Source: an optimization exercise on an open RTL-to-GDS flow (aim: small area and a short achievable clock period). Production flows keep margins and buffers that such runs may drop.
At most, simulation tests tie the RTL to the original design; equivalence was not proved.
The RTL of run 3 was laid out without a check of its function.
Power is estimated from default activity; no workload was simulated.

==> design.v <==
`default_nettype none
package alu_fmt_pkg;
    localparam int lane_count = 4;
    localparam int opnd_w = 8;
    localparam int prod_w = 16;
    localparam int res_w = 26;
endpackage
`default_nettype wire
`default_nettype none
module mul8s (
    input  logic [7:0]  a,
    input  logic [3:0]  one,
    input  logic [3:0]  two,
    input  logic [3:0]  neg,
    output logic [15:0] p
);
    logic pp1, pp2, pp3, pp4, pp5, pp6, pp7, pp8, pp9, pp10, pp11, pp12, pp13, pp14, pp15, pp16, pp17, pp18, pp19, pp20, pp21, pp22, pp23, pp24, pp25, pp26, pp27, pp28, pp29, pp30, pp31, pp32, pp33, pp34, pp35, pp36, ns37, ns38, ns39, ns40, s41, c42, s43, c44, s45, c46, s47, c48, s49, c50, s51, c52, s53, c54, s55, c56, s57, c58, s59, c60, s61, c62, s63, c64, s65, c66, s67, c68, s69, c70, s71, c72, s73, c74, s75, c76, s77, c78, s79, c80, s81, c82, s83, c84, s85, c86, s87, c88;
    logic [15:0] r0, r1;
    assign pp1 = ((one[0] & a[0])) ^ neg[0];
    assign pp2 = ((one[0] & a[1]) | (two[0] & a[0])) ^ neg[0];
    assign pp3 = ((one[0] & a[2]) | (two[0] & a[1])) ^ neg[0];
    assign pp4 = ((one[0] & a[3]) | (two[0] & a[2])) ^ neg[0];
    assign pp5 = ((one[0] & a[4]) | (two[0] & a[3])) ^ neg[0];
    assign pp6 = ((one[0] & a[5]) | (two[0] & a[4])) ^ neg[0];
    assign pp7 = ((one[0] & a[6]) | (two[0] & a[5])) ^ neg[0];
    assign pp8 = ((one[0] & a[7]) | (two[0] & a[6])) ^ neg[0];
    assign pp9 = ((one[0] & a[7]) | (two[0] & a[7])) ^ neg[0];
    assign pp10 = ((one[1] & a[0])) ^ neg[1];
    assign pp11 = ((one[1] & a[1]) | (two[1] & a[0])) ^ neg[1];
    assign pp12 = ((one[1] & a[2]) | (two[1] & a[1])) ^ neg[1];
    assign pp13 = ((one[1] & a[3]) | (two[1] & a[2])) ^ neg[1];
    assign pp14 = ((one[1] & a[4]) | (two[1] & a[3])) ^ neg[1];
    assign pp15 = ((one[1] & a[5]) | (two[1] & a[4])) ^ neg[1];
    assign pp16 = ((one[1] & a[6]) | (two[1] & a[5])) ^ neg[1];
    assign pp17 = ((one[1] & a[7]) | (two[1] & a[6])) ^ neg[1];
    assign pp18 = ((one[1] & a[7]) | (two[1] & a[7])) ^ neg[1];
    assign pp19 = ((one[2] & a[0])) ^ neg[2];
    assign pp20 = ((one[2] & a[1]) | (two[2] & a[0])) ^ neg[2];
    assign pp21 = ((one[2] & a[2]) | (two[2] & a[1])) ^ neg[2];
    assign pp22 = ((one[2] & a[3]) | (two[2] & a[2])) ^ neg[2];
    assign pp23 = ((one[2] & a[4]) | (two[2] & a[3])) ^ neg[2];
    assign pp24 = ((one[2] & a[5]) | (two[2] & a[4])) ^ neg[2];
    assign pp25 = ((one[2] & a[6]) | (two[2] & a[5])) ^ neg[2];
    assign pp26 = ((one[2] & a[7]) | (two[2] & a[6])) ^ neg[2];
    assign pp27 = ((one[2] & a[7]) | (two[2] & a[7])) ^ neg[2];
    assign pp28 = ((one[3] & a[0])) ^ neg[3];
    assign pp29 = ((one[3] & a[1]) | (two[3] & a[0])) ^ neg[3];
    assign pp30 = ((one[3] & a[2]) | (two[3] & a[1])) ^ neg[3];
    assign pp31 = ((one[3] & a[3]) | (two[3] & a[2])) ^ neg[3];
    assign pp32 = ((one[3] & a[4]) | (two[3] & a[3])) ^ neg[3];
    assign pp33 = ((one[3] & a[5]) | (two[3] & a[4])) ^ neg[3];
    assign pp34 = ((one[3] & a[6]) | (two[3] & a[5])) ^ neg[3];
    assign pp35 = ((one[3] & a[7]) | (two[3] & a[6])) ^ neg[3];
    assign pp36 = ((one[3] & a[7]) | (two[3] & a[7])) ^ neg[3];
    assign ns37 = ~pp9;
    assign ns38 = ~pp18;
    assign ns39 = ~pp27;
    assign ns40 = ~pp36;
    ha_cell u_s41 (.a(neg[3]), .b(pp7), .s(s41), .co(c42));
    ha_cell u_s43 (.a(pp8), .b(pp15), .s(s43), .co(c44));
    assign {c46, s45} = 1'b1 + pp16 + pp23;
    assign {c48, s47} = 1'b1 + pp17;
    ha_cell u_s49 (.a(neg[2]), .b(pp5), .s(s49), .co(c50));
    ha_cell u_s51 (.a(pp6), .b(pp13), .s(s51), .co(c52));
    fa_cell u_s53 (.a(pp14), .b(pp21), .c(pp28), .s(s53), .co(c54));
    fa_cell u_s55 (.a(pp22), .b(pp29), .c(c42), .s(s55), .co(c56));
    fa_cell u_s57 (.a(pp30), .b(ns37), .c(c44), .s(s57), .co(c58));
    fa_cell u_s59 (.a(pp24), .b(pp31), .c(s47), .s(s59), .co(c60));
    fa_cell u_s61 (.a(pp25), .b(pp32), .c(ns38), .s(s61), .co(c62));
    assign {c64, s63} = 1'b1 + pp26;
    ha_cell u_s65 (.a(neg[1]), .b(pp3), .s(s65), .co(c66));
    ha_cell u_s67 (.a(pp4), .b(pp11), .s(s67), .co(c68));
    fa_cell u_s69 (.a(pp12), .b(pp19), .c(s49), .s(s69), .co(c70));
    fa_cell u_s71 (.a(pp20), .b(c50), .c(s51), .s(s71), .co(c72));
    fa_cell u_s73 (.a(c52), .b(s41), .c(s53), .s(s73), .co(c74));
    fa_cell u_s75 (.a(s43), .b(c54), .c(s55), .s(s75), .co(c76));
    fa_cell u_s77 (.a(s45), .b(c56), .c(s57), .s(s77), .co(c78));
    fa_cell u_s79 (.a(c46), .b(c58), .c(s59), .s(s79), .co(c80));
    fa_cell u_s81 (.a(c48), .b(s61), .c(c60), .s(s81), .co(c82));
    fa_cell u_s83 (.a(pp33), .b(s63), .c(c62), .s(s83), .co(c84));
    fa_cell u_s85 (.a(pp34), .b(ns39), .c(c64), .s(s85), .co(c86));
    assign {c88, s87} = 1'b1 + pp35;
    assign r0 = {1'b1, c88, c86, c84, c82, c80, c78, c76, c74, c72, c70, c68, c66, s65, pp2, neg[0]};
    assign r1 = {1'b0, ns40, s87, s85, s83, s81, s79, s77, s75, s73, s71, s69, s67, pp10, 1'b0, pp1};
    mul8s_add u_add (.a(r0), .b(r1), .y(p));
endmodule
module booth_enc (
    input  logic [7:0] x,
    output logic [3:0] one,
    output logic [3:0] two,
    output logic [3:0] neg
);
    logic [8:0] xe;
    assign xe = {x, 1'b0};
    always_comb begin
        for (int j = 0; j < 4; j++) begin
            one[j] = xe[2*j+1] ^ xe[2*j];
            two[j] = (xe[2*j+2] & ~xe[2*j+1] & ~xe[2*j]) | (~xe[2*j+2] & xe[2*j+1] & xe[2*j]);
            neg[j] = xe[2*j+2];
        end
    end
endmodule
module fa_cell (
    input  logic a,
    input  logic b,
    input  logic c,
    output logic s,
    output logic co
);
    assign {co, s} = a + b + c;
endmodule
module ha_cell (
    input  logic a,
    input  logic b,
    output logic s,
    output logic co
);
    assign {co, s} = a + b;
endmodule
`default_nettype wire
`default_nettype none
module sum4g (
    input  logic [15:0] t0,
    input  logic [15:0] t1,
    input  logic [15:0] t2,
    input  logic [15:0] t3,
    input  logic [2:0]  e,
    input  logic [2:0]  en,
    output logic [17:0] y
);
    logic g1, g2, g3, g4, g5, g6, g7, g8, g9, g10, g11, g12, g13, g14, g15, g16, g17, g18, g19, g20, g21, g22, g23, g24, g25, g26, g27, g28, g29, g30, g31, g32, g33, g34, g35, g36, g37, g38, g39, g40, g41, g42, g43, g44, g45, g46, g47, g48, g49, s50, c51, s52, c53, s54, c55, s56, c57, s58, c59, s60, c61, s62, c63, s64, c65, s66, c67, s68, c69, s70, c71, s72, c73, s74, c75, s76, c77, s78, c79, s80, c81, s82, c83, s84, c85, s86, c87, s88, c89, s90, c91, s92, c93, s94, c95, s96, c97, s98, c99, s100, c101, s102, c103, s104, c105, s106, c107, s108, c109, s110, c111, s112, c113;
    logic [17:0] r0, r1;
    assign g1 = ~t0[15];
    assign g2 = e[0] & t1[0];
    assign g3 = e[0] & t1[1];
    assign g4 = e[0] & t1[2];
    assign g5 = e[0] & t1[3];
    assign g6 = e[0] & t1[4];
    assign g7 = e[0] & t1[5];
    assign g8 = e[0] & t1[6];
    assign g9 = e[0] & t1[7];
    assign g10 = ~en[0] & t1[8];
    assign g11 = ~en[0] & t1[9];
    assign g12 = ~en[0] & t1[10];
    assign g13 = ~en[0] & t1[11];
    assign g14 = ~en[0] & t1[12];
    assign g15 = ~en[0] & t1[13];
    assign g16 = ~en[0] & t1[14];
    assign g17 = ~(~en[0] & t1[15]);
    assign g18 = e[1] & t2[0];
    assign g19 = e[1] & t2[1];
    assign g20 = e[1] & t2[2];
    assign g21 = e[1] & t2[3];
    assign g22 = e[1] & t2[4];
    assign g23 = e[1] & t2[5];
    assign g24 = e[1] & t2[6];
    assign g25 = e[1] & t2[7];
    assign g26 = ~en[1] & t2[8];
    assign g27 = ~en[1] & t2[9];
    assign g28 = ~en[1] & t2[10];
    assign g29 = ~en[1] & t2[11];
    assign g30 = ~en[1] & t2[12];
    assign g31 = ~en[1] & t2[13];
    assign g32 = ~en[1] & t2[14];
    assign g33 = ~(~en[1] & t2[15]);
    assign g34 = e[2] & t3[0];
    assign g35 = e[2] & t3[1];
    assign g36 = e[2] & t3[2];
    assign g37 = e[2] & t3[3];
    assign g38 = e[2] & t3[4];
    assign g39 = e[2] & t3[5];
    assign g40 = e[2] & t3[6];
    assign g41 = e[2] & t3[7];
    assign g42 = ~en[2] & t3[8];
    assign g43 = ~en[2] & t3[9];
    assign g44 = ~en[2] & t3[10];
    assign g45 = ~en[2] & t3[11];
    assign g46 = ~en[2] & t3[12];
    assign g47 = ~en[2] & t3[13];
    assign g48 = ~en[2] & t3[14];
    assign g49 = ~(~en[2] & t3[15]);
    ha_cell u_s50 (.a(t0[0]), .b(g2), .s(s50), .co(c51));
    fa_cell u_s52 (.a(t0[1]), .b(g3), .c(g19), .s(s52), .co(c53));
    fa_cell u_s54 (.a(t0[2]), .b(g4), .c(g20), .s(s54), .co(c55));
    fa_cell u_s56 (.a(t0[3]), .b(g5), .c(g21), .s(s56), .co(c57));
    fa_cell u_s58 (.a(t0[4]), .b(g6), .c(g22), .s(s58), .co(c59));
    fa_cell u_s60 (.a(t0[5]), .b(g7), .c(g23), .s(s60), .co(c61));
    fa_cell u_s62 (.a(t0[6]), .b(g8), .c(g24), .s(s62), .co(c63));
    fa_cell u_s64 (.a(t0[7]), .b(g9), .c(g25), .s(s64), .co(c65));
    fa_cell u_s66 (.a(t0[8]), .b(g10), .c(g26), .s(s66), .co(c67));
    fa_cell u_s68 (.a(t0[9]), .b(g11), .c(g27), .s(s68), .co(c69));
    fa_cell u_s70 (.a(t0[10]), .b(g12), .c(g28), .s(s70), .co(c71));
    fa_cell u_s72 (.a(t0[11]), .b(g13), .c(g29), .s(s72), .co(c73));
    fa_cell u_s74 (.a(t0[12]), .b(g14), .c(g30), .s(s74), .co(c75));
    fa_cell u_s76 (.a(t0[13]), .b(g15), .c(g31), .s(s76), .co(c77));
    fa_cell u_s78 (.a(t0[14]), .b(g16), .c(g32), .s(s78), .co(c79));
    fa_cell u_s80 (.a(g1), .b(g17), .c(g33), .s(s80), .co(c81));
    ha_cell u_s82 (.a(g18), .b(g34), .s(s82), .co(c83));
    fa_cell u_s84 (.a(g35), .b(c51), .c(s52), .s(s84), .co(c85));
    fa_cell u_s86 (.a(g36), .b(c53), .c(s54), .s(s86), .co(c87));
    fa_cell u_s88 (.a(g37), .b(c55), .c(s56), .s(s88), .co(c89));
    fa_cell u_s90 (.a(g38), .b(c57), .c(s58), .s(s90), .co(c91));
    fa_cell u_s92 (.a(g39), .b(c59), .c(s60), .s(s92), .co(c93));
    fa_cell u_s94 (.a(g40), .b(c61), .c(s62), .s(s94), .co(c95));
    fa_cell u_s96 (.a(g41), .b(c63), .c(s64), .s(s96), .co(c97));
    fa_cell u_s98 (.a(g42), .b(c65), .c(s66), .s(s98), .co(c99));
    fa_cell u_s100 (.a(g43), .b(c67), .c(s68), .s(s100), .co(c101));
    fa_cell u_s102 (.a(g44), .b(c69), .c(s70), .s(s102), .co(c103));
    fa_cell u_s104 (.a(g45), .b(c71), .c(s72), .s(s104), .co(c105));
    fa_cell u_s106 (.a(g46), .b(c73), .c(s74), .s(s106), .co(c107));
    fa_cell u_s108 (.a(g47), .b(c75), .c(s76), .s(s108), .co(c109));
    fa_cell u_s110 (.a(g48), .b(c77), .c(s78), .s(s110), .co(c111));
    fa_cell u_s112 (.a(g49), .b(c79), .c(s80), .s(s112), .co(c113));
    assign r0 = {1'b1, c113, c111, c109, c107, c105, c103, c101, c99, c97, c95, c93, c91, c89, c87, c85, c83, s82};
    assign r1 = {1'b0, c81, s112, s110, s108, s106, s104, s102, s100, s98, s96, s94, s92, s90, s88, s86, s84, s50};
    sum4g_add u_add (.a(r0), .b(r1), .y(y));
endmodule
module sum2g (
    input  logic [15:0] t0,
    input  logic [15:0] t1,
    input  logic [0:0]  e,
    input  logic [0:0]  en,
    output logic [16:0] y
);
    logic g1, g2, g3, g4, g5, g6, g7, g8, g9, g10, g11, g12, g13, g14, g15, g16, g17;
    logic [16:0] r0, r1;
    assign g1 = ~t0[15];
    assign g2 = e[0] & t1[0];
    assign g3 = e[0] & t1[1];
    assign g4 = e[0] & t1[2];
    assign g5 = e[0] & t1[3];
    assign g6 = e[0] & t1[4];
    assign g7 = e[0] & t1[5];
    assign g8 = e[0] & t1[6];
    assign g9 = e[0] & t1[7];
    assign g10 = ~en[0] & t1[8];
    assign g11 = ~en[0] & t1[9];
    assign g12 = ~en[0] & t1[10];
    assign g13 = ~en[0] & t1[11];
    assign g14 = ~en[0] & t1[12];
    assign g15 = ~en[0] & t1[13];
    assign g16 = ~en[0] & t1[14];
    assign g17 = ~(~en[0] & t1[15]);
    assign r0 = {1'b1, g1, t0[14], t0[13], t0[12], t0[11], t0[10], t0[9], t0[8], t0[7], t0[6], t0[5], t0[4], t0[3], t0[2], t0[1], t0[0]};
    assign r1 = {1'b0, g17, g16, g15, g14, g13, g12, g11, g10, g9, g8, g7, g6, g5, g4, g3, g2};
    sum2g_add u_add (.a(r0), .b(r1), .y(y));
endmodule
`default_nettype wire
`default_nettype none
module mul8s_add (
    input  logic [15:0] a,
    input  logic [15:0] b,
    output logic [15:0] y
);
    logic [15:0] ai, bi;
    assign ai = {1'b1, a[14], a[13], a[12], a[11], a[10], a[9], a[8], a[7], a[6], a[5], a[4], a[3], a[2], a[1], a[0]};
    assign bi = {1'b0, b[14], b[13], b[12], b[11], b[10], b[9], b[8], b[7], b[6], b[5], b[4], b[3], b[2], 1'b0, b[0]};
    logic [15:0] cp, cg, cc;
    assign cp = ai ^ bi;
    assign cg = ai & bi;
    logic kg1, kp1;
    assign kg1 = cg[1] | (cp[1] & cg[0]);
    assign kp1 = cp[1] & cp[0];
    logic kg2, kp2;
    assign kg2 = cg[2] | (cp[2] & cg[1]);
    assign kp2 = cp[2] & cp[1];
    logic kg3, kp3;
    assign kg3 = cg[3] | (cp[3] & cg[2]);
    assign kp3 = cp[3] & cp[2];
    logic kg4, kp4;
    assign kg4 = cg[4] | (cp[4] & cg[3]);
    assign kp4 = cp[4] & cp[3];
    logic kg5, kp5;
    assign kg5 = cg[5] | (cp[5] & cg[4]);
    assign kp5 = cp[5] & cp[4];
    logic kg6, kp6;
    assign kg6 = cg[6] | (cp[6] & cg[5]);
    assign kp6 = cp[6] & cp[5];
    logic kg7, kp7;
    assign kg7 = cg[7] | (cp[7] & cg[6]);
    assign kp7 = cp[7] & cp[6];
    logic kg8, kp8;
    assign kg8 = cg[8] | (cp[8] & cg[7]);
    assign kp8 = cp[8] & cp[7];
    logic kg9, kp9;
    assign kg9 = cg[9] | (cp[9] & cg[8]);
    assign kp9 = cp[9] & cp[8];
    logic kg10, kp10;
    assign kg10 = cg[10] | (cp[10] & cg[9]);
    assign kp10 = cp[10] & cp[9];
    logic kg11, kp11;
    assign kg11 = cg[11] | (cp[11] & cg[10]);
    assign kp11 = cp[11] & cp[10];
    logic kg12, kp12;
    assign kg12 = cg[12] | (cp[12] & cg[11]);
    assign kp12 = cp[12] & cp[11];
    logic kg13, kp13;
    assign kg13 = cg[13] | (cp[13] & cg[12]);
    assign kp13 = cp[13] & cp[12];
    logic kg14, kp14;
    assign kg14 = cg[14] | (cp[14] & cg[13]);
    assign kp14 = cp[14] & cp[13];
    logic kg15, kp15;
    assign kg15 = cg[15] | (cp[15] & cg[14]);
    assign kp15 = cp[15] & cp[14];
    logic kg16, kp16;
    assign kg16 = kg2 | (kp2 & cg[0]);
    assign kp16 = kp2 & cp[0];
    logic kg17, kp17;
    assign kg17 = kg3 | (kp3 & kg1);
    assign kp17 = kp3 & kp1;
    logic kg18, kp18;
    assign kg18 = kg4 | (kp4 & kg2);
    assign kp18 = kp4 & kp2;
    logic kg19, kp19;
    assign kg19 = kg5 | (kp5 & kg3);
    assign kp19 = kp5 & kp3;
    logic kg20, kp20;
    assign kg20 = kg6 | (kp6 & kg4);
    assign kp20 = kp6 & kp4;
    logic kg21, kp21;
    assign kg21 = kg7 | (kp7 & kg5);
    assign kp21 = kp7 & kp5;
    logic kg22, kp22;
    assign kg22 = kg8 | (kp8 & kg6);
    assign kp22 = kp8 & kp6;
    logic kg23, kp23;
    assign kg23 = kg9 | (kp9 & kg7);
    assign kp23 = kp9 & kp7;
    logic kg24, kp24;
    assign kg24 = kg10 | (kp10 & kg8);
    assign kp24 = kp10 & kp8;
    logic kg25, kp25;
    assign kg25 = kg11 | (kp11 & kg9);
    assign kp25 = kp11 & kp9;
    logic kg26, kp26;
    assign kg26 = kg12 | (kp12 & kg10);
    assign kp26 = kp12 & kp10;
    logic kg27, kp27;
    assign kg27 = kg13 | (kp13 & kg11);
    assign kp27 = kp13 & kp11;
    logic kg28, kp28;
    assign kg28 = kg14 | (kp14 & kg12);
    assign kp28 = kp14 & kp12;
    logic kg29, kp29;
    assign kg29 = kg15 | (kp15 & kg13);
    assign kp29 = kp15 & kp13;
    logic kg30, kp30;
    assign kg30 = kg18 | (kp18 & cg[0]);
    assign kp30 = kp18 & cp[0];
    logic kg31, kp31;
    assign kg31 = kg19 | (kp19 & kg1);
    assign kp31 = kp19 & kp1;
    logic kg32, kp32;
    assign kg32 = kg20 | (kp20 & kg16);
    assign kp32 = kp20 & kp16;
    logic kg33, kp33;
    assign kg33 = kg21 | (kp21 & kg17);
    assign kp33 = kp21 & kp17;
    logic kg34, kp34;
    assign kg34 = kg22 | (kp22 & kg18);
    assign kp34 = kp22 & kp18;
    logic kg35, kp35;
    assign kg35 = kg23 | (kp23 & kg19);
    assign kp35 = kp23 & kp19;
    logic kg36, kp36;
    assign kg36 = kg24 | (kp24 & kg20);
    assign kp36 = kp24 & kp20;
    logic kg37, kp37;
    assign kg37 = kg25 | (kp25 & kg21);
    assign kp37 = kp25 & kp21;
    logic kg38, kp38;
    assign kg38 = kg26 | (kp26 & kg22);
    assign kp38 = kp26 & kp22;
    logic kg39, kp39;
    assign kg39 = kg27 | (kp27 & kg23);
    assign kp39 = kp27 & kp23;
    logic kg40, kp40;
    assign kg40 = kg28 | (kp28 & kg24);
    assign kp40 = kp28 & kp24;
    logic kg41, kp41;
    assign kg41 = kg29 | (kp29 & kg25);
    assign kp41 = kp29 & kp25;
    logic kg42, kp42;
    assign kg42 = kg34 | (kp34 & cg[0]);
    assign kp42 = kp34 & cp[0];
    logic kg43, kp43;
    assign kg43 = kg35 | (kp35 & kg1);
    assign kp43 = kp35 & kp1;
    logic kg44, kp44;
    assign kg44 = kg36 | (kp36 & kg16);
    assign kp44 = kp36 & kp16;
    logic kg45, kp45;
    assign kg45 = kg37 | (kp37 & kg17);
    assign kp45 = kp37 & kp17;
    logic kg46, kp46;
    assign kg46 = kg38 | (kp38 & kg30);
    assign kp46 = kp38 & kp30;
    logic kg47, kp47;
    assign kg47 = kg39 | (kp39 & kg31);
    assign kp47 = kp39 & kp31;
    logic kg48, kp48;
    assign kg48 = kg40 | (kp40 & kg32);
    assign kp48 = kp40 & kp32;
    logic kg49, kp49;
    assign kg49 = kg41 | (kp41 & kg33);
    assign kp49 = kp41 & kp33;
    assign cc[0] = 1'b0;
    assign cc[1] = cg[0];
    assign cc[2] = kg1;
    assign cc[3] = kg16;
    assign cc[4] = kg17;
    assign cc[5] = kg30;
    assign cc[6] = kg31;
    assign cc[7] = kg32;
    assign cc[8] = kg33;
    assign cc[9] = kg42;
    assign cc[10] = kg43;
    assign cc[11] = kg44;
    assign cc[12] = kg45;
    assign cc[13] = kg46;
    assign cc[14] = kg47;
    assign cc[15] = kg48;
    assign y = cp ^ cc;
endmodule
module sum4g_add (
    input  logic [17:0] a,
    input  logic [17:0] b,
    output logic [17:0] y
);
    logic [17:0] ai, bi;
    assign ai = {1'b1, a[16], a[15], a[14], a[13], a[12], a[11], a[10], a[9], a[8], a[7], a[6], a[5], a[4], a[3], a[2], a[1], a[0]};
    assign bi = {1'b0, b[16], b[15], b[14], b[13], b[12], b[11], b[10], b[9], b[8], b[7], b[6], b[5], b[4], b[3], b[2], b[1], b[0]};
    logic [17:0] cp, cg, cc;
    assign cp = ai ^ bi;
    assign cg = ai & bi;
    logic kg1, kp1;
    assign kg1 = cg[1] | (cp[1] & cg[0]);
    assign kp1 = cp[1] & cp[0];
    logic kg2, kp2;
    assign kg2 = cg[2] | (cp[2] & cg[1]);
    assign kp2 = cp[2] & cp[1];
    logic kg3, kp3;
    assign kg3 = cg[3] | (cp[3] & cg[2]);
    assign kp3 = cp[3] & cp[2];
    logic kg4, kp4;
    assign kg4 = cg[4] | (cp[4] & cg[3]);
    assign kp4 = cp[4] & cp[3];
    logic kg5, kp5;
    assign kg5 = cg[5] | (cp[5] & cg[4]);
    assign kp5 = cp[5] & cp[4];
    logic kg6, kp6;
    assign kg6 = cg[6] | (cp[6] & cg[5]);
    assign kp6 = cp[6] & cp[5];
    logic kg7, kp7;
    assign kg7 = cg[7] | (cp[7] & cg[6]);
    assign kp7 = cp[7] & cp[6];
    logic kg8, kp8;
    assign kg8 = cg[8] | (cp[8] & cg[7]);
    assign kp8 = cp[8] & cp[7];
    logic kg9, kp9;
    assign kg9 = cg[9] | (cp[9] & cg[8]);
    assign kp9 = cp[9] & cp[8];
    logic kg10, kp10;
    assign kg10 = cg[10] | (cp[10] & cg[9]);
    assign kp10 = cp[10] & cp[9];
    logic kg11, kp11;
    assign kg11 = cg[11] | (cp[11] & cg[10]);
    assign kp11 = cp[11] & cp[10];
    logic kg12, kp12;
    assign kg12 = cg[12] | (cp[12] & cg[11]);
    assign kp12 = cp[12] & cp[11];
    logic kg13, kp13;
    assign kg13 = cg[13] | (cp[13] & cg[12]);
    assign kp13 = cp[13] & cp[12];
    logic kg14, kp14;
    assign kg14 = cg[14] | (cp[14] & cg[13]);
    assign kp14 = cp[14] & cp[13];
    logic kg15, kp15;
    assign kg15 = cg[15] | (cp[15] & cg[14]);
    assign kp15 = cp[15] & cp[14];
    logic kg16, kp16;
    assign kg16 = cg[16] | (cp[16] & cg[15]);
    assign kp16 = cp[16] & cp[15];
    logic kg17, kp17;
    assign kg17 = cg[17] | (cp[17] & cg[16]);
    assign kp17 = cp[17] & cp[16];
    logic kg18, kp18;
    assign kg18 = kg2 | (kp2 & cg[0]);
    assign kp18 = kp2 & cp[0];
    logic kg19, kp19;
    assign kg19 = kg3 | (kp3 & kg1);
    assign kp19 = kp3 & kp1;
    logic kg20, kp20;
    assign kg20 = kg4 | (kp4 & kg2);
    assign kp20 = kp4 & kp2;
    logic kg21, kp21;
    assign kg21 = kg5 | (kp5 & kg3);
    assign kp21 = kp5 & kp3;
    logic kg22, kp22;
    assign kg22 = kg6 | (kp6 & kg4);
    assign kp22 = kp6 & kp4;
    logic kg23, kp23;
    assign kg23 = kg7 | (kp7 & kg5);
    assign kp23 = kp7 & kp5;
    logic kg24, kp24;
    assign kg24 = kg8 | (kp8 & kg6);
    assign kp24 = kp8 & kp6;
    logic kg25, kp25;
    assign kg25 = kg9 | (kp9 & kg7);
    assign kp25 = kp9 & kp7;
    logic kg26, kp26;
    assign kg26 = kg10 | (kp10 & kg8);
    assign kp26 = kp10 & kp8;
    logic kg27, kp27;
    assign kg27 = kg11 | (kp11 & kg9);
    assign kp27 = kp11 & kp9;
    logic kg28, kp28;
    assign kg28 = kg12 | (kp12 & kg10);
    assign kp28 = kp12 & kp10;
    logic kg29, kp29;
    assign kg29 = kg13 | (kp13 & kg11);
    assign kp29 = kp13 & kp11;
    logic kg30, kp30;
    assign kg30 = kg14 | (kp14 & kg12);
    assign kp30 = kp14 & kp12;
    logic kg31, kp31;
    assign kg31 = kg15 | (kp15 & kg13);
    assign kp31 = kp15 & kp13;
    logic kg32, kp32;
    assign kg32 = kg16 | (kp16 & kg14);
    assign kp32 = kp16 & kp14;
    logic kg33, kp33;
    assign kg33 = kg17 | (kp17 & kg15);
    assign kp33 = kp17 & kp15;
    logic kg34, kp34;
    assign kg34 = kg20 | (kp20 & cg[0]);
    assign kp34 = kp20 & cp[0];
    logic kg35, kp35;
    assign kg35 = kg21 | (kp21 & kg1);
    assign kp35 = kp21 & kp1;
    logic kg36, kp36;
    assign kg36 = kg22 | (kp22 & kg18);
    assign kp36 = kp22 & kp18;
    logic kg37, kp37;
    assign kg37 = kg23 | (kp23 & kg19);
    assign kp37 = kp23 & kp19;
    logic kg38, kp38;
    assign kg38 = kg24 | (kp24 & kg20);
    assign kp38 = kp24 & kp20;
    logic kg39, kp39;
    assign kg39 = kg25 | (kp25 & kg21);
    assign kp39 = kp25 & kp21;
    logic kg40, kp40;
    assign kg40 = kg26 | (kp26 & kg22);
    assign kp40 = kp26 & kp22;
    logic kg41, kp41;
    assign kg41 = kg27 | (kp27 & kg23);
    assign kp41 = kp27 & kp23;
    logic kg42, kp42;
    assign kg42 = kg28 | (kp28 & kg24);
    assign kp42 = kp28 & kp24;
    logic kg43, kp43;
    assign kg43 = kg29 | (kp29 & kg25);
    assign kp43 = kp29 & kp25;
    logic kg44, kp44;
    assign kg44 = kg30 | (kp30 & kg26);
    assign kp44 = kp30 & kp26;
    logic kg45, kp45;
    assign kg45 = kg31 | (kp31 & kg27);
    assign kp45 = kp31 & kp27;
    logic kg46, kp46;
    assign kg46 = kg32 | (kp32 & kg28);
    assign kp46 = kp32 & kp28;
    logic kg47, kp47;
    assign kg47 = kg33 | (kp33 & kg29);
    assign kp47 = kp33 & kp29;
    logic kg48, kp48;
    assign kg48 = kg38 | (kp38 & cg[0]);
    assign kp48 = kp38 & cp[0];
    logic kg49, kp49;
    assign kg49 = kg39 | (kp39 & kg1);
    assign kp49 = kp39 & kp1;
    logic kg50, kp50;
    assign kg50 = kg40 | (kp40 & kg18);
    assign kp50 = kp40 & kp18;
    logic kg51, kp51;
    assign kg51 = kg41 | (kp41 & kg19);
    assign kp51 = kp41 & kp19;
    logic kg52, kp52;
    assign kg52 = kg42 | (kp42 & kg34);
    assign kp52 = kp42 & kp34;
    logic kg53, kp53;
    assign kg53 = kg43 | (kp43 & kg35);
    assign kp53 = kp43 & kp35;
    logic kg54, kp54;
    assign kg54 = kg44 | (kp44 & kg36);
    assign kp54 = kp44 & kp36;
    logic kg55, kp55;
    assign kg55 = kg45 | (kp45 & kg37);
    assign kp55 = kp45 & kp37;
    logic kg56, kp56;
    assign kg56 = kg46 | (kp46 & kg38);
    assign kp56 = kp46 & kp38;
    logic kg57, kp57;
    assign kg57 = kg47 | (kp47 & kg39);
    assign kp57 = kp47 & kp39;
    logic kg58, kp58;
    assign kg58 = kg56 | (kp56 & cg[0]);
    assign kp58 = kp56 & cp[0];
    logic kg59, kp59;
    assign kg59 = kg57 | (kp57 & kg1);
    assign kp59 = kp57 & kp1;
    assign cc[0] = 1'b0;
    assign cc[1] = cg[0];
    assign cc[2] = kg1;
    assign cc[3] = kg18;
    assign cc[4] = kg19;
    assign cc[5] = kg34;
    assign cc[6] = kg35;
    assign cc[7] = kg36;
    assign cc[8] = kg37;
    assign cc[9] = kg48;
    assign cc[10] = kg49;
    assign cc[11] = kg50;
    assign cc[12] = kg51;
    assign cc[13] = kg52;
    assign cc[14] = kg53;
    assign cc[15] = kg54;
    assign cc[16] = kg55;
    assign cc[17] = kg58;
    assign y = cp ^ cc;
endmodule
module sum2g_add (
    input  logic [16:0] a,
    input  logic [16:0] b,
    output logic [16:0] y
);
    logic [16:0] ai, bi;
    assign ai = {1'b1, a[15], a[14], a[13], a[12], a[11], a[10], a[9], a[8], a[7], a[6], a[5], a[4], a[3], a[2], a[1], a[0]};
    assign bi = {1'b0, b[15], b[14], b[13], b[12], b[11], b[10], b[9], b[8], b[7], b[6], b[5], b[4], b[3], b[2], b[1], b[0]};
    logic [16:0] cp, cg, cc;
    assign cp = ai ^ bi;
    assign cg = ai & bi;
    logic kg1, kp1;
    assign kg1 = cg[1] | (cp[1] & cg[0]);
    assign kp1 = cp[1] & cp[0];
    logic kg2, kp2;
    assign kg2 = cg[3] | (cp[3] & cg[2]);
    assign kp2 = cp[3] & cp[2];
    logic kg3, kp3;
    assign kg3 = cg[5] | (cp[5] & cg[4]);
    assign kp3 = cp[5] & cp[4];
    logic kg4, kp4;
    assign kg4 = cg[7] | (cp[7] & cg[6]);
    assign kp4 = cp[7] & cp[6];
    logic kg5, kp5;
    assign kg5 = cg[9] | (cp[9] & cg[8]);
    assign kp5 = cp[9] & cp[8];
    logic kg6, kp6;
    assign kg6 = cg[11] | (cp[11] & cg[10]);
    assign kp6 = cp[11] & cp[10];
    logic kg7, kp7;
    assign kg7 = cg[13] | (cp[13] & cg[12]);
    assign kp7 = cp[13] & cp[12];
    logic kg8, kp8;
    assign kg8 = cg[15] | (cp[15] & cg[14]);
    assign kp8 = cp[15] & cp[14];
    logic kg9, kp9;
    assign kg9 = kg2 | (kp2 & kg1);
    assign kp9 = kp2 & kp1;
    logic kg10, kp10;
    assign kg10 = kg4 | (kp4 & kg3);
    assign kp10 = kp4 & kp3;
    logic kg11, kp11;
    assign kg11 = kg6 | (kp6 & kg5);
    assign kp11 = kp6 & kp5;
    logic kg12, kp12;
    assign kg12 = kg8 | (kp8 & kg7);
    assign kp12 = kp8 & kp7;
    logic kg13, kp13;
    assign kg13 = kg10 | (kp10 & kg9);
    assign kp13 = kp10 & kp9;
    logic kg14, kp14;
    assign kg14 = kg12 | (kp12 & kg11);
    assign kp14 = kp12 & kp11;
    logic kg15, kp15;
    assign kg15 = kg14 | (kp14 & kg13);
    assign kp15 = kp14 & kp13;
    logic kg16, kp16;
    assign kg16 = kg11 | (kp11 & kg13);
    assign kp16 = kp11 & kp13;
    logic kg17, kp17;
    assign kg17 = kg3 | (kp3 & kg9);
    assign kp17 = kp3 & kp9;
    logic kg18, kp18;
    assign kg18 = kg5 | (kp5 & kg13);
    assign kp18 = kp5 & kp13;
    logic kg19, kp19;
    assign kg19 = kg7 | (kp7 & kg16);
    assign kp19 = kp7 & kp16;
    logic kg20, kp20;
    assign kg20 = cg[2] | (cp[2] & kg1);
    assign kp20 = cp[2] & kp1;
    logic kg21, kp21;
    assign kg21 = cg[4] | (cp[4] & kg9);
    assign kp21 = cp[4] & kp9;
    logic kg22, kp22;
    assign kg22 = cg[6] | (cp[6] & kg17);
    assign kp22 = cp[6] & kp17;
    logic kg23, kp23;
    assign kg23 = cg[8] | (cp[8] & kg13);
    assign kp23 = cp[8] & kp13;
    logic kg24, kp24;
    assign kg24 = cg[10] | (cp[10] & kg18);
    assign kp24 = cp[10] & kp18;
    logic kg25, kp25;
    assign kg25 = cg[12] | (cp[12] & kg16);
    assign kp25 = cp[12] & kp16;
    logic kg26, kp26;
    assign kg26 = cg[14] | (cp[14] & kg19);
    assign kp26 = cp[14] & kp19;
    logic kg27, kp27;
    assign kg27 = cg[16] | (cp[16] & kg15);
    assign kp27 = cp[16] & kp15;
    assign cc[0] = 1'b0;
    assign cc[1] = cg[0];
    assign cc[2] = kg1;
    assign cc[3] = kg20;
    assign cc[4] = kg9;
    assign cc[5] = kg21;
    assign cc[6] = kg17;
    assign cc[7] = kg22;
    assign cc[8] = kg13;
    assign cc[9] = kg23;
    assign cc[10] = kg18;
    assign cc[11] = kg24;
    assign cc[12] = kg16;
    assign cc[13] = kg25;
    assign cc[14] = kg19;
    assign cc[15] = kg26;
    assign cc[16] = kg15;
    assign y = cp ^ cc;
endmodule
`default_nettype wire
`default_nettype none
module matvec_alu_top (
    input  logic        clk,
    input  logic        rst,
    input  logic        in_valid,
    input  logic [31:0] mat_word,
    input  logic [31:0] vec_word,
    input  logic [2:0]  pattern,
    output logic        out_valid,
    output logic [25:0] res_0,
    output logic [25:0] res_1,
    output logic [25:0] res_2,
    output logic [25:0] res_3
);
    logic        v1, v2;
    logic [2:0]  b1;
    always_ff @(posedge clk or negedge rst) begin
        if (!rst) begin
            v1        <= 1'b0;
            v2        <= 1'b0;
            out_valid <= 1'b0;
        end else begin
            v1        <= in_valid;
            v2        <= v1;
            out_valid <= v2;
        end
    end
    logic [31:0] m1;
    logic [3:0]  e_one [4], e_two [4], e_neg [4];
    logic [3:0]  one1 [4], two1 [4], neg1 [4];
    for (genvar gi = 0; gi < 4; gi++) begin : g_enc
        booth_enc u_enc (.x(vec_word[31-8*gi -: 8]), .one(e_one[gi]), .two(e_two[gi]), .neg(e_neg[gi]));
    end
    always_ff @(posedge clk) begin
        m1 <= mat_word;
        for (int i = 0; i < 4; i++) begin
            one1[i] <= e_one[i];
            two1[i] <= e_two[i];
            neg1[i] <= e_neg[i];
        end
        b1 <= pattern;
    end
    logic [15:0] q [4];
    logic [15:0] p [4];
    logic [3:0]  g;
    logic [3:0]  gn;
    logic [2:0]  b2;
    for (genvar gi = 0; gi < 4; gi++) begin : g_mul
        mul8s u_mul (.a(m1[31-8*gi -: 8]), .one(one1[gi]), .two(two1[gi]), .neg(neg1[gi]), .p(q[gi]));
    end
    always_ff @(posedge clk) begin
        for (int i = 0; i < 4; i++) begin
            p[i] <= q[i];
        end
        g  <= {~b1[2], ~b1[1] & ~b1[2], ~b1[1], ~b1[0]};
        gn <= {b1[2], b1[1] | b1[2], b1[1], b1[0]};
        b2 <= b1;
    end
    logic [17:0] y_n, y3;
    logic [16:0] u_n, u3;
    logic [15:0] p0_3, p3_3;
    sum4g u_y (.t0(p[1]), .t1(p[0]), .t2(p[2]), .t3(p[3]), .e(g[2:0]), .en(gn[2:0]), .y(y_n));
    sum2g u_u (.t0(p[2]), .t1(p[3]), .e(g[3]), .en(gn[3]), .y(u_n));
    logic z0n, c1y, c1u, c1p, c2u, c2p, c3p;
    logic c1un, c1pn, c2un, c2pn, c3pn;
    always_ff @(posedge clk) begin
        y3   <= y_n;
        u3   <= u_n;
        p0_3 <= p[0];
        p3_3 <= p[3];
        z0n  <= ~b2[0];
        c1y  <= b2[0];
        c1u  <= ~b2[0] & b2[1];
        c1p  <= ~b2[0] & ~b2[1] & b2[2];
        c2u  <= b2[0] & b2[1];
        c2p  <= b2[2] & (b2[0] ^ b2[1]);
        c3p  <= &b2;
        c1un <= ~(~b2[0] & b2[1]);
        c1pn <= ~(~b2[0] & ~b2[1] & b2[2]);
        c2un <= ~(b2[0] & b2[1]);
        c2pn <= ~(b2[2] & (b2[0] ^ b2[1]));
        c3pn <= ~(&b2);
    end
    logic [17:0] s0, s1, s2, s3;
    always_comb begin
        s0 = z0n ? y3 : 18'($signed(p0_3));
        s1 = ({18{c1y}} & y3) | ({{9{~c1un}}, {9{c1u}}} & 18'($signed(u3)))
           | ({{9{~c1pn}}, {9{c1p}}} & 18'($signed(p3_3)));
        s2 = ({{9{~c2un}}, {9{c2u}}} & 18'($signed(u3))) | ({{9{~c2pn}}, {9{c2p}}} & 18'($signed(p3_3)));
        s3 = {{9{~c3pn}}, {9{c3p}}} & 18'($signed(p3_3));
    end
    assign res_0 = 26'($signed(s0));
    assign res_1 = 26'($signed(s1));
    assign res_2 = 26'($signed(s2));
    assign res_3 = 26'($signed(s3));
endmodule
`default_nettype wire
==> flow/run.sh <==
#!/bin/bash
# standard layout, with plain buf_1 cells as the port buffers
set -euo pipefail
export BUFFER_PORTS_ARGS="-buffer_cell sky130_fd_sc_hd__buf_1"
bash standard.sh > standard.log 2>&1
==> standard.sh <==
#!/bin/bash
# synth_recipe.tcl (not shown) runs the flow's synth.tcl, then flattens the netlist and writes it again
# the make line also repeats each setting of config.mk as NAME=value (left out here)
make -C /OpenROAD-flow-scripts/flow DESIGN_CONFIG=/design/flow/config.mk WORK_HOME=/design/flow/orfs CLKGATE_MAP_FILE= SYNTH_SCRIPT=/design/flow/synth_recipe.tcl "${@:-finish}"
==> config.mk <==
export PLATFORM = sky130hd
export DESIGN_NAME = matvec_alu_top
export DESIGN_NICKNAME = matvec_alu_top
export VERILOG_FILES = /design/flow/design.v
export SDC_FILE = /design/flow/constraint.sdc
export NUM_CORES = 4
export LEC_CHECK = 0
export CAP_MARGIN = 20
export CORE_MARGIN = 2
export CORE_UTILIZATION = 40
export CTS_CLUSTER_DIAMETER = 120
export CTS_CLUSTER_SIZE = 24
export SETUP_SLACK_MARGIN = 1.9
export SLEW_MARGIN = 20
export SYNTH_HIERARCHICAL = 1
==> constraint.sdc <==
create_clock -name core_clock -period 5.2 [get_ports {clk}]
set_input_delay 1.0400 -clock core_clock [delete_from_list [all_inputs] [get_ports {clk}]]
set_output_delay 1.0400 -clock core_clock [all_outputs]
set_load 0.01 [all_outputs]
==> results of run 1 <==
layer usage:
metal	vias up	wire length, um	global-route usage
li1	5689	-	-
met1	5652	17700	0.243
met5	-	0	0
met2	313	18400	0.307
met4	0	795	0.0380
met3	38	1900	0.0228
worst max path at each step:
stage | from | end | slack (ns) | cells past startpoint
detailed placement | m1[7]$_DFF_P_ | p[3][13]$_DFF_P_ | 1.71 | 11
floorplan | two1[0][0]$_DFF_P_ | p[0][12]$_DFF_P_ | 2.02 | 12
CTS | neg1[0][2]$_DFF_P_ | p[0][11]$_DFF_P_ | 1.90 | 10
global placement | m1[7]$_DFF_P_ | p[3][12]$_DFF_P_ | 1.82 | 11
global route | m1[4]$_DFF_P_ | p[3][13]$_DFF_P_ | 1.86 | 11
finish | m1[4]$_DFF_P_ | p[3][13]$_DFF_P_ | 2.00 | 11
worst register-to-register path: cells and delay by family, from the launching register on:
| family | cells | cell delay, ns |
|---|---|---|
| multiplexers | 1 | 0.23 |
| adder cells (fa/ha/maj) | 4 | 1.44 |
| AO/OA/AOI/OAI | 5 | 0.88 |
| flip-flops | 1 | 0.38 |
| XOR/XNOR | 1 | 0.16 |
sequential cells by signal, indices dropped and copies added, names as in the netlist, 2 cells and up:
name,flops
p3_3,16
g,4
one1,16
b2,2
p,64
p0_3,16
gn,2
two1,16
y3,18
m1,32
u3,17
b1,3
neg1,16
metrics by stage:
stage	util	setup WS (ns)	hold slack, ns	instances	cell area, um2
after global placement	0.417	1.82	0.334	2188	16700
after global routing	0.438	1.86	0.332	2212	17500
final	0.438	2.00	0.330	2212	17500
after detailed placement	0.417	1.71	0.333	2188	16700
after CTS	0.432	1.90	0.309	2212	17200
after floorplan	-	2.02	0.323	1636	16300
power by group through the flow:
stage               Sequential (uW)  Combinational [uW]  Clock [uW]
floorplan                      2700                5790           0
global placement               3040                7040           0
detailed placement             3040                7100           0
CTS                            3000                7300        1240
global route                   3070                8400        1290
finish                         3010                7540        1180
what timing repair did:
item / CTS / global route
pin swaps: 4 / 11
resized for setup: 60 / 77
endpoints found under the setup margin: 20 / 39
buffers inserted: 4 / 0
cell type report:
cell class,instances,area [um2]
clock buffer,16,389
clock inverter,4,35.0
fill,3812,22400
inverter,84,315
multi-input combinational,1168,10500
sequential,237,4880
tap,525,657
timing repair buffer,178,683
==> summary.txt, run 1 <==
Reg power frac 0.256; Final #Nets 1973; Sw Share 0.460; Critical Path Fanout Max 8; slowest stage delay, CP 0.56 ns; power after layout 11700 uW; H-tree Lvls 1; die height 206 um; hpwl dp 31000 um; Cell Chain, Critical Path a22oi_1 > xnor2_1 > ha_1 > fa_1 > fa_1 > ha_4 > a21oi_2 > o22ai_1 > a211oi_2 > mux2i_1 > o2111ai_1; Startpoint Class flip-flop; area of the core 39900 um2; Worst-Skew Late Latency 0.50 ns; die area 42300 um2; Leak 0.00700 uW; DRT iter0 DRCs 723; worst min path class input pin to asynchronous set/reset pin; outcome finished clean; # IOs 175; min Tclk post-route 3.20 ns; Worst Reg-to-Reg Cells 11; Rows 73; WP buf/inv 0; Worst Max-Slew Pin Slew 0.831 ns; Syn. warnings 20; area delta synth->final 7.37%; Max VDD drop 315 uV; Worst Path Required 5.57 ns; Num Clock Sinks 237; worst rel slew slack 0.445; Max Cap Violations 0; RSZ-0062 raised after global routing true; reg2reg start m1[4]$_DFF_P_; # setup viols final 0; FMAX 0.313 GHz; syn_area_per_cell 9.95 um2; CTS tree yes; CTS buffer count 14; Comb power frac 0.643; CP delay by family, top adder cells; Clk network pwr share 0.101; largest net degree at the start of global routing 25; count of hold-fix buffers inserted at cts 0; Pint 6340 uW; Via density 5.29; first-pass GRT wire length 60600 um; Syn Nets 1926; post-DR wirelength/cell 17.6 um; internal reg-to-reg setup slack 2.00 ns; capturing point of the worst reg2reg path p[3][13]$_DFF_P_; Final Max Tran Viols 0; Initial Util 0.408; CTS root buffer clkbuf_16; drt pass-1 iters 5; Tcrit/Tclk final 0.614; commonest cells after routing, fill and taps aside 174 x buf_1, 154 x xnor2_1, 150 x dfxtp_1; kind of critical path flip-flop to flip-flop; PortBufs 174; slowest stage cell, crit path fa_1; Die W 206 um; GRT Total Usage 0.180; post-route ant nets 0; mapped cell area 16300 um2; initial antenna violation count 3; most common cell after layout, fill and taps aside buf_1; Cells after Synth 1636; clock skew 0.0244 ns; CP Capture Type flip-flop; routability cong. 0.881; fraction of layout cells with a size suffix above 1 0.122; setup TNS 0 ns; Switch Pwr 5390 uW; GRT Residual Overflow 0; pwr dens 672 nW/um2; CTS clk-pin slew, worst paths 0.10 ns; drc violations 0; final hold vios 0; Critical Path AT 3.56 ns; clock buffer depth 3; ANT cells 0; Vias 11700; Routed WL 38800 um; number of global-route vias before repair 11400; Crit path top cell by count fa_1
==> run 2, diff against run 1 <==
--- a/config.mk
+++ b/config.mk
@@ -9,6 +9,6 @@
 export CORE_MARGIN = 2
 export CORE_UTILIZATION = 40
-export CTS_CLUSTER_DIAMETER = 120
-export CTS_CLUSTER_SIZE = 24
+export CTS_CLUSTER_DIAMETER = 160
+export CTS_CLUSTER_SIZE = 22
 export SETUP_SLACK_MARGIN = 1.9
 export SLEW_MARGIN = 20
==> summary.txt, run 2 <==
Die W 206 um (unchanged); Critical Path AT 3.59 ns (+0.03 ns); CTS root buffer clkbuf_16; setup TNS 0 ns (unchanged); max FFs per register 64 (unchanged); capturing point of the worst reg2reg path p[2][13]$_DFF_P_; internal reg-to-reg setup slack 1.99 ns (-0.02 ns); largest net degree at the start of global routing 24 (-4.0%); Final Max Tran Viols 0 (unchanged); clock buffer depth 3 (unchanged); reg2reg start one1[2][0]$_DFF_P_; Crit path top cell by count fa_1; Syn. warnings 20 (unchanged); hpwl dp 31000 um (unchanged); post-DR wirelength/cell 17.5 um (-0.21%); fraction of layout cells with a size suffix above 1 0.118 (-0.00394); first-pass GRT wire length 60400 um (-0.30%); PortBufs 174 (unchanged); slowest stage delay, CP 0.54 ns (-0.02 ns); syn_area_per_cell 9.95 um2 (unchanged); worst rel slew slack 0.452 (+0.00707); setup ws final 1.99 ns (-0.0172 ns); count of hold-fix buffers inserted at cts 0 (unchanged); Initial Util 0.408 (unchanged); FMAX 0.311 GHz (-0.54%); Tcrit/Tclk final 0.618 (+0.00331); pwr dens 669 nW/um2 (-0.42%); outcome finished clean; kind of critical path flip-flop to flip-flop; Vias 11600 (-0.40%); number of global-route vias before repair 11400 (-0.14%); GRT Residual Overflow 0 (unchanged); Place WS 1.71 ns (unchanged); initial antenna violation count 3 (unchanged); DRT iter0 DRCs 702 (-2.9%); most common cell after layout, fill and taps aside buf_1; CTS tree yes; Worst-Skew Late Latency 0.51 ns (about the same); die area 42300 um2 (unchanged); GRT Total Usage 0.181 (+0.000877); Startpoint Class flip-flop; CTS clk-pin slew, worst paths 0.09 ns (about the same); largest register by flop count p; Syn Nets 1926 (unchanged); Num Clock Sinks 237 (unchanged); min Tclk post-route 3.21 ns (+0.0172 ns); clock skew 0.0190 ns (-0.00545 ns); final hold vios 0 (unchanged); worst min path class input pin to asynchronous set/reset pin; placed cell area 16700 um2 (unchanged); RSZ-0062 raised after global routing true; Critical Path Fanout Max 9 (+1); Max Cap Violations 0 (unchanged); CTS buffer count 14 (unchanged); Final #Nets 1973 (unchanged); drt pass-1 iters 7 (+2); mapped cell area 16300 um2 (unchanged); routability cong. 0.881 (unchanged); Leak 0.00698 uW (-0.30%); Worst Path Required 5.58 ns (about the same); Cell Chain, Critical Path a22oi_2 > xnor2_1 > ha_2 > fa_1 > fa_1 > ha_4 > a21oi_2 > o22ai_1 > a211oi_2 > mux2i_1 > o2111ai_1; fin cells 2209 (-0.14%); slowest stage cell, crit path fa_1; area of the core 39900 um2 (unchanged); design area 17400 um2 (-0.34%); # setup viols final 0 (unchanged); Cells after Synth 1636 (unchanged); Via density 5.27 (-0.27%); placed cell count 2188 (unchanged); # IOs 175 (unchanged); largest registers p x64, m1 x32, y3 x18; Rows 73 (unchanged); Util after Layout 0.436 (-0.00147); commonest cells after routing, fill and taps aside 174 x buf_1, 154 x xnor2_1, 150 x dfxtp_1; CP Capture Type flip-flop; post-route ant nets 0 (unchanged); Routed WL 38700 um (-0.35%); die height 206 um (unchanged); Max VDD drop 313 uV (-0.68%); H-tree Lvls 1 (unchanged); drc violations 0 (unchanged); ANT cells 0 (unchanged); area delta synth->final 7.01%; Worst Reg-to-Reg Cells 11 (unchanged); Worst Max-Slew Pin Slew 0.821 ns (-0.0106 ns)
-- run 2: through the flow --
stage / power, uW / hold slack [ns]
2_1_floorplan: 8490 / 0.323
3_3_place_gp: 10100 / 0.334
3_5_place_dp: 10100 / 0.333
4_1_cts: 11500 / 0.298
5_1_grt: 12700 / 0.315
6_report: 11700 / 0.321
-- run 2: per-layer routing --
layer	global-route usage	share of wire
met5	0	0
met1	0.239	0.45
met3	0.0314	0.053
met4	0.0493	0.025
met2	0.303	0.47
-- run 2: cell type report --
cell class                      count  area [um2]
Clock buffer                       16         379
Multi-Input combinational cell   1168       10500
Tap cell                          525         657
Timing Repair Buffer              178         683
Sequential cell                   237        4880
Fill cell                        3804       22500
Inverter                           84         315
Clock inverter                      1        7.51
-- run 2: timing repair --
item,in CTS,in global routing
pin swaps,3,13
endpoints found under the setup margin,20,38
gates resized for setup,61,75
setup buffers,3,1
-- run 2: critical path, delay by kind of cell, from the launching register on --
| family | cells | cell delay, ns |
|---|---|---|
| adder cells (fa/ha/maj) | 4 | 1.39 |
| AO/OA/AOI/OAI | 5 | 0.94 |
| flip-flops | 1 | 0.37 |
| multiplexers | 1 | 0.24 |
| XOR/XNOR | 1 | 0.15 |
-- run 2: where the power goes --
group	total [uW]	internal [uW]	leakage, uW	switching (uW)
clock network	1130	521	0.000186	609
registers	3010	2480	0.00201	529
logic	7510	3300	0.00478	4210
total	11700	6300	0.00698	5350
-- run 2: worst max-delay path by stage --
stage                             from               end  slack (ns)
floorplan           two1[0][0]$_DFF_P_  p[0][12]$_DFF_P_        2.02
global placement         m1[7]$_DFF_P_  p[3][12]$_DFF_P_        1.82
detailed placement       m1[7]$_DFF_P_  p[3][13]$_DFF_P_        1.71
CTS                 neg1[0][2]$_DFF_P_  p[0][13]$_DFF_P_        1.89
global route             m1[4]$_DFF_P_  p[3][13]$_DFF_P_        1.87
finish              one1[2][0]$_DFF_P_  p[2][13]$_DFF_P_        1.99
==> run 3, diff against run 2 <==
--- a/design.v
+++ b/design.v
@@ -15,5 +15,5 @@
     output logic [15:0] p
 );
-    logic pp1, pp2, pp3, pp4, pp5, pp6, pp7, pp8, pp9, pp10, pp11, pp12, pp13, pp14, pp15, pp16, pp17, pp18, pp19, pp20, pp21, pp22, pp23, pp24, pp25, pp26, pp27, pp28, pp29, pp30, pp31, pp32, pp33, pp34, pp35, pp36, ns37, ns38, ns39, ns40, s41, c42, s43, c44, s45, c46, s47, c48, s49, c50, s51, c52, s53, c54, s55, c56, s57, c58, s59, c60, s61, c62, s63, c64, s65, c66, s67, c68, s69, c70, s71, c72, s73, c74, s75, c76, s77, c78, s79, c80, s81, c82, s83, c84, s85, c86, s87, c88;
+    logic pp1, pp2, pp3, pp4, pp5, pp6, pp7, pp8, pp9, pp10, pp11, pp12, pp13, pp14, pp15, pp16, pp17, pp18, pp19, pp20, pp21, pp22, pp23, pp24, pp25, pp26, pp27, pp28, pp29, pp30, pp31, pp32, pp33, pp34, pp35, pp36, ns37, ns38, ns39, ns40, s41, c42, s43, c44, s45, c46, s47, c48, s49, c50, s51, c52, s53, c54, s55, c56, s57, c58, s59, c60, s61, c62, s63, c64, s65, c66, s67, c68, s69, c70, s71, c72, s73, c74, s75, c76, s77, c78, s79, c80, s81, c82, s83, c84, s85, c86, s87, c88, s89, c90;
     logic [15:0] r0, r1;
     assign pp1 = ((one[0] & a[0])) ^ neg[0];
@@ -59,28 +59,29 @@
     ha_cell u_s41 (.a(neg[3]), .b(pp7), .s(s41), .co(c42));
     ha_cell u_s43 (.a(pp8), .b(pp15), .s(s43), .co(c44));
-    assign {c46, s45} = 1'b1 + pp16 + pp23;
-    assign {c48, s47} = 1'b1 + pp17;
-    ha_cell u_s49 (.a(neg[2]), .b(pp5), .s(s49), .co(c50));
-    ha_cell u_s51 (.a(pp6), .b(pp13), .s(s51), .co(c52));
-    fa_cell u_s53 (.a(pp14), .b(pp21), .c(pp28), .s(s53), .co(c54));
-    fa_cell u_s55 (.a(pp22), .b(pp29), .c(c42), .s(s55), .co(c56));
-    fa_cell u_s57 (.a(pp30), .b(ns37), .c(c44), .s(s57), .co(c58));
-    fa_cell u_s59 (.a(pp24), .b(pp31), .c(s47), .s(s59), .co(c60));
-    fa_cell u_s61 (.a(pp25), .b(pp32), .c(ns38), .s(s61), .co(c62));
-    assign {c64, s63} = 1'b1 + pp26;
-    ha_cell u_s65 (.a(neg[1]), .b(pp3), .s(s65), .co(c66));
-    ha_cell u_s67 (.a(pp4), .b(pp11), .s(s67), .co(c68));
-    fa_cell u_s69 (.a(pp12), .b(pp19), .c(s49), .s(s69), .co(c70));
-    fa_cell u_s71 (.a(pp20), .b(c50), .c(s51), .s(s71), .co(c72));
-    fa_cell u_s73 (.a(c52), .b(s41), .c(s53), .s(s73), .co(c74));
-    fa_cell u_s75 (.a(s43), .b(c54), .c(s55), .s(s75), .co(c76));
-    fa_cell u_s77 (.a(s45), .b(c56), .c(s57), .s(s77), .co(c78));
-    fa_cell u_s79 (.a(c46), .b(c58), .c(s59), .s(s79), .co(c80));
-    fa_cell u_s81 (.a(c48), .b(s61), .c(c60), .s(s81), .co(c82));
-    fa_cell u_s83 (.a(pp33), .b(s63), .c(c62), .s(s83), .co(c84));
-    fa_cell u_s85 (.a(pp34), .b(ns39), .c(c64), .s(s85), .co(c86));
-    assign {c88, s87} = 1'b1 + pp35;
-    assign r0 = {1'b1, c88, c86, c84, c82, c80, c78, c76, c74, c72, c70, c68, c66, s65, pp2, neg[0]};
-    assign r1 = {1'b0, ns40, s87, s85, s83, s81, s79, s77, s75, s73, s71, s69, s67, pp10, 1'b0, pp1};
+    ha_cell u_s45 (.a(pp16), .b(pp23), .s(s45), .co(c46));
+    ha_cell u_s47 (.a(pp17), .b(pp24), .s(s47), .co(c48));
+    ha_cell u_s49 (.a(pp25), .b(pp32), .s(s49), .co(c50));
+    ha_cell u_s51 (.a(neg[2]), .b(pp5), .s(s51), .co(c52));
+    ha_cell u_s53 (.a(pp6), .b(pp13), .s(s53), .co(c54));
+    fa_cell u_s55 (.a(pp14), .b(pp21), .c(pp28), .s(s55), .co(c56));
+    fa_cell u_s57 (.a(pp22), .b(pp29), .c(c42), .s(s57), .co(c58));
+    fa_cell u_s59 (.a(pp30), .b(pp9), .c(c44), .s(s59), .co(c60));
+    fa_cell u_s61 (.a(pp31), .b(pp9), .c(c46), .s(s61), .co(c62));
+    fa_cell u_s63 (.a(ns37), .b(ns38), .c(c48), .s(s63), .co(c64));
+    assign {c66, s65} = 1'b1 + pp26 + pp33;
+    ha_cell u_s67 (.a(neg[1]), .b(pp3), .s(s67), .co(c68));
+    ha_cell u_s69 (.a(pp4), .b(pp11), .s(s69), .co(c70));
+    fa_cell u_s71 (.a(pp12), .b(pp19), .c(s51), .s(s71), .co(c72));
+    fa_cell u_s73 (.a(pp20), .b(c52), .c(s53), .s(s73), .co(c74));
+    fa_cell u_s75 (.a(c54), .b(s41), .c(s55), .s(s75), .co(c76));
+    fa_cell u_s77 (.a(s43), .b(c56), .c(s57), .s(s77), .co(c78));
+    fa_cell u_s79 (.a(s45), .b(c58), .c(s59), .s(s79), .co(c80));
+    fa_cell u_s81 (.a(s47), .b(c60), .c(s61), .s(s81), .co(c82));
+    fa_cell u_s83 (.a(s49), .b(c62), .c(s63), .s(s83), .co(c84));
+    fa_cell u_s85 (.a(c50), .b(s65), .c(c64), .s(s85), .co(c86));
+    fa_cell u_s87 (.a(pp34), .b(ns39), .c(c66), .s(s87), .co(c88));
+    assign {c90, s89} = 1'b1 + pp35;
+    assign r0 = {1'b1, c90, c88, c86, c84, c82, c80, c78, c76, c74, c72, c70, c68, s67, pp2, neg[0]};
+    assign r1 = {1'b0, ns40, s89, s87, s85, s83, s81, s79, s77, s75, s73, s71, s69, pp10, 1'b0, pp1};
     mul8s_add u_add (.a(r0), .b(r1), .y(p));
 endmodule
--- a/config.mk
+++ b/config.mk
@@ -9,6 +9,6 @@
 export CORE_MARGIN = 2
 export CORE_UTILIZATION = 40
-export CTS_CLUSTER_DIAMETER = 160
-export CTS_CLUSTER_SIZE = 22
+export CTS_CLUSTER_DIAMETER = 120
+export CTS_CLUSTER_SIZE = 24
 export SETUP_SLACK_MARGIN = 1.9
 export SLEW_MARGIN = 20
==> summary.txt, run 3 <==
outcome finished clean; internal reg-to-reg setup slack 1.92 ns (-0.07 ns); Num Clock Sinks 237 (unchanged); initial antenna violation count 2 (-1); drt pass-1 iters 6 (-1); DRT iter0 DRCs 641 (-8.7%); Tcrit/Tclk final 0.631 (+0.0133); area delta synth->final 8.46%; CTS tree yes; Max Cap Violations 0 (unchanged); Worst Reg-to-Reg Cells 11 (unchanged); CTS root buffer clkbuf_16; clock skew 0.0195 ns (+0.000537 ns); CTS buffer count 14 (unchanged); die height 207 um (+0.41%); first-pass GRT wire length 60400 um (about the same); CP Capture Type flip-flop; max FFs per register 64 (unchanged); Leak 0.00717 uW (+2.8%); drc violations 0 (unchanged); clock buffer depth 3 (unchanged); hpwl dp 30500 um (-1.5%); worst min path class input pin to asynchronous set/reset pin; reg2reg start two1[2][1]$_DFF_P_; Worst-Skew Late Latency 0.50 ns (about the same); fin cells 2231 (+1.0%); GRT Residual Overflow 0 (unchanged); GRT Total Usage 0.177 (-0.00397); syn_area_per_cell 9.98 um2 (+0.34%); largest register by flop count p; CP startpoint two1[2][1]$_DFF_P_; Max VDD drop 333 uV (+6.5%); RSZ-0062 raised after global routing true; Vias 11600 (-0.20%); ANT cells 0 (unchanged); post-DR wirelength/cell 17.0 um (-2.7%); routability cong. 0.853 (-3.2%); FMAX 0.305 GHz (-2.1%); Util after Layout 0.438 (+0.00156); min Tclk post-route 3.28 ns (+0.0690 ns); area of the core 40600 um2 (+1.8%); Via density 5.21 (-1.2%); Critical Path Fanout Max 8 (-1); PortBufs 174 (unchanged); # setup viols final 0 (unchanged); Final Max Tran Viols 0 (unchanged); Layout fillers 3873 (+1.8%); Critical Path AT 3.62 ns (+0.03 ns); worst rel slew slack 0.432 (-0.0197); # IOs 175 (unchanged); final hold vios 0 (unchanged); Worst Path Required 5.54 ns (-0.04 ns); Syn. warnings 20 (unchanged); pwr dens 674 nW/um2 (+0.79%); Worst Max-Slew Pin Slew 0.843 ns (+0.0217 ns); Startpoint Class flip-flop; die area 42700 um2 (+0.82%); CTS clk-pin slew, worst paths 0.09 ns (about the same); kind of critical path flip-flop to flip-flop; H-tree Lvls 1 (unchanged); mapped cell area 16400 um2 (+0.83%); post-route ant nets 0 (unchanged); largest registers p x64, m1 x32, y3 x18; Final #Nets 1996 (+1.2%); setup TNS 0 ns (unchanged); placed cell count 2203 (+0.69%); Initial Util 0.404 (-0.00402); Syn Nets 1946 (+1.0%); Rows 74 (+1.4%); number of global-route vias before repair 11500 (+1.2%); capturing point of the worst reg2reg path p[2][13]$_DFF_P_; commonest cells after routing, fill and taps aside 174 x buf_1, 157 x xnor2_1, 150 x dfxtp_1; most common cell after layout, fill and taps aside buf_1; Routed WL 38000 um (-1.7%); Cells after Synth 1644 (+0.49%); fraction of layout cells with a size suffix above 1 0.132 (+0.0143); largest net degree at the start of global routing 25 (+4.2%); Die W 207 um (+0.41%)
-- run 3: metrics by stage --
step	worst slack [ns]	total power (uW)	instance area (um2)	hold slack, ns
global route	1.78	13100	17800	0.319
global placement	1.82	10200	16800	0.341
floorplan	2.04	8610	16400	0.323
detailed placement	1.70	10300	16800	0.337
finish	1.92	12000	17800	0.328
CTS	1.88	11600	17400	0.306
-- run 3: power breakdown --
part | internal, uW | switching, uW | leakage, uW | total, uW
logic | 3480 | 4330 | 0.00494 | 7810
registers | 2480 | 537 | 0.00202 | 3010
clock network | 560 | 619 | 0.000216 | 1180
total | 6510 | 5490 | 0.00717 | 12000
-- run 3: worst max-delay path, stage by stage (launching register included) --
cell       delay [ns]
dfxtp_4          0.38
a22oi_2          0.21
xnor2_1          0.15
ha_2             0.22
fa_1             0.43
fa_1             0.54
ha_4             0.24
a21oi_4          0.19
o22ai_2          0.10
a211oi_2         0.29
mux2i_1          0.25
o2111ai_1        0.15
-- run 3: worst max path at each step --
stage                            end  slack (ns)  depth (start not counted)
global route        p[2][13]$_DFF_P_        1.78                         11
detailed placement  p[0][13]$_DFF_P_        1.70                         11
global placement    p[0][13]$_DFF_P_        1.82                         11
CTS                 p[0][13]$_DFF_P_        1.88                         10
floorplan           p[0][12]$_DFF_P_        2.04                         11
finish              p[2][13]$_DFF_P_        1.92                         11
-- run 3: cell type report --
class	count	area, um2	area share
multi-input combinational	1176	10700	0.604
sequential	237	4930	0.277
timing repair buffer	181	706	0.0396
tap	532	666	0.0374
clock buffer	17	403	0.0226
inverter	84	315	0.0177
clock inverter	4	32.5	0.00183
-- run 3: metal layers --
| metal | up-vias | track usage | routed length, um |
|---|---|---|---|
| met5 | - | 0 | 7 |
| met4 | 2 | 0.0418 | 808 |
| met3 | 45 | 0.0251 | 1690 |
| met2 | 273 | 0.300 | 17900 |
| met1 | 5560 | 0.237 | 17600 |
| li1 | 5742 | - | - |
-- run 3: timing repair --
| action | CTS | global route |
|---|---|---|
| endpoints found under the setup margin | 18 | 34 |
| pin swaps | 2 | 18 |
| endpoints found under the hold margin | 0 | 0 |
| setup buffers | 1 | 6 |
| hold buffers | 0 | 0 |
| resized for setup | 75 | 90 |

[separate check: timing with driven ports]
Ports are ideal in the flow. The routed layouts listed here were re-timed in OpenROAD. Step 1, drivers: a clkbuf_16 drives clk and a buf_2 each remaining input, both assumed. Step 2 also shifts input and output timing later by t, the mid clock arrival at the registers, as if the neighbouring blocks saw the same clock. a / b / c = ideal / step 1 / step 2; a / b = the first two.
run	shift t [ns]	setup WS [ns]	worst data-port slew with drivers (ns)
run 1	0.540	2.005 / 2.005 / 2.005	0.07
run 2	0.552	1.988 / 1.975 / 1.988	0.07
run 3	0.540	1.919 / 1.919 / 1.919	0.06
After both steps setup and hold are still met in every run listed.
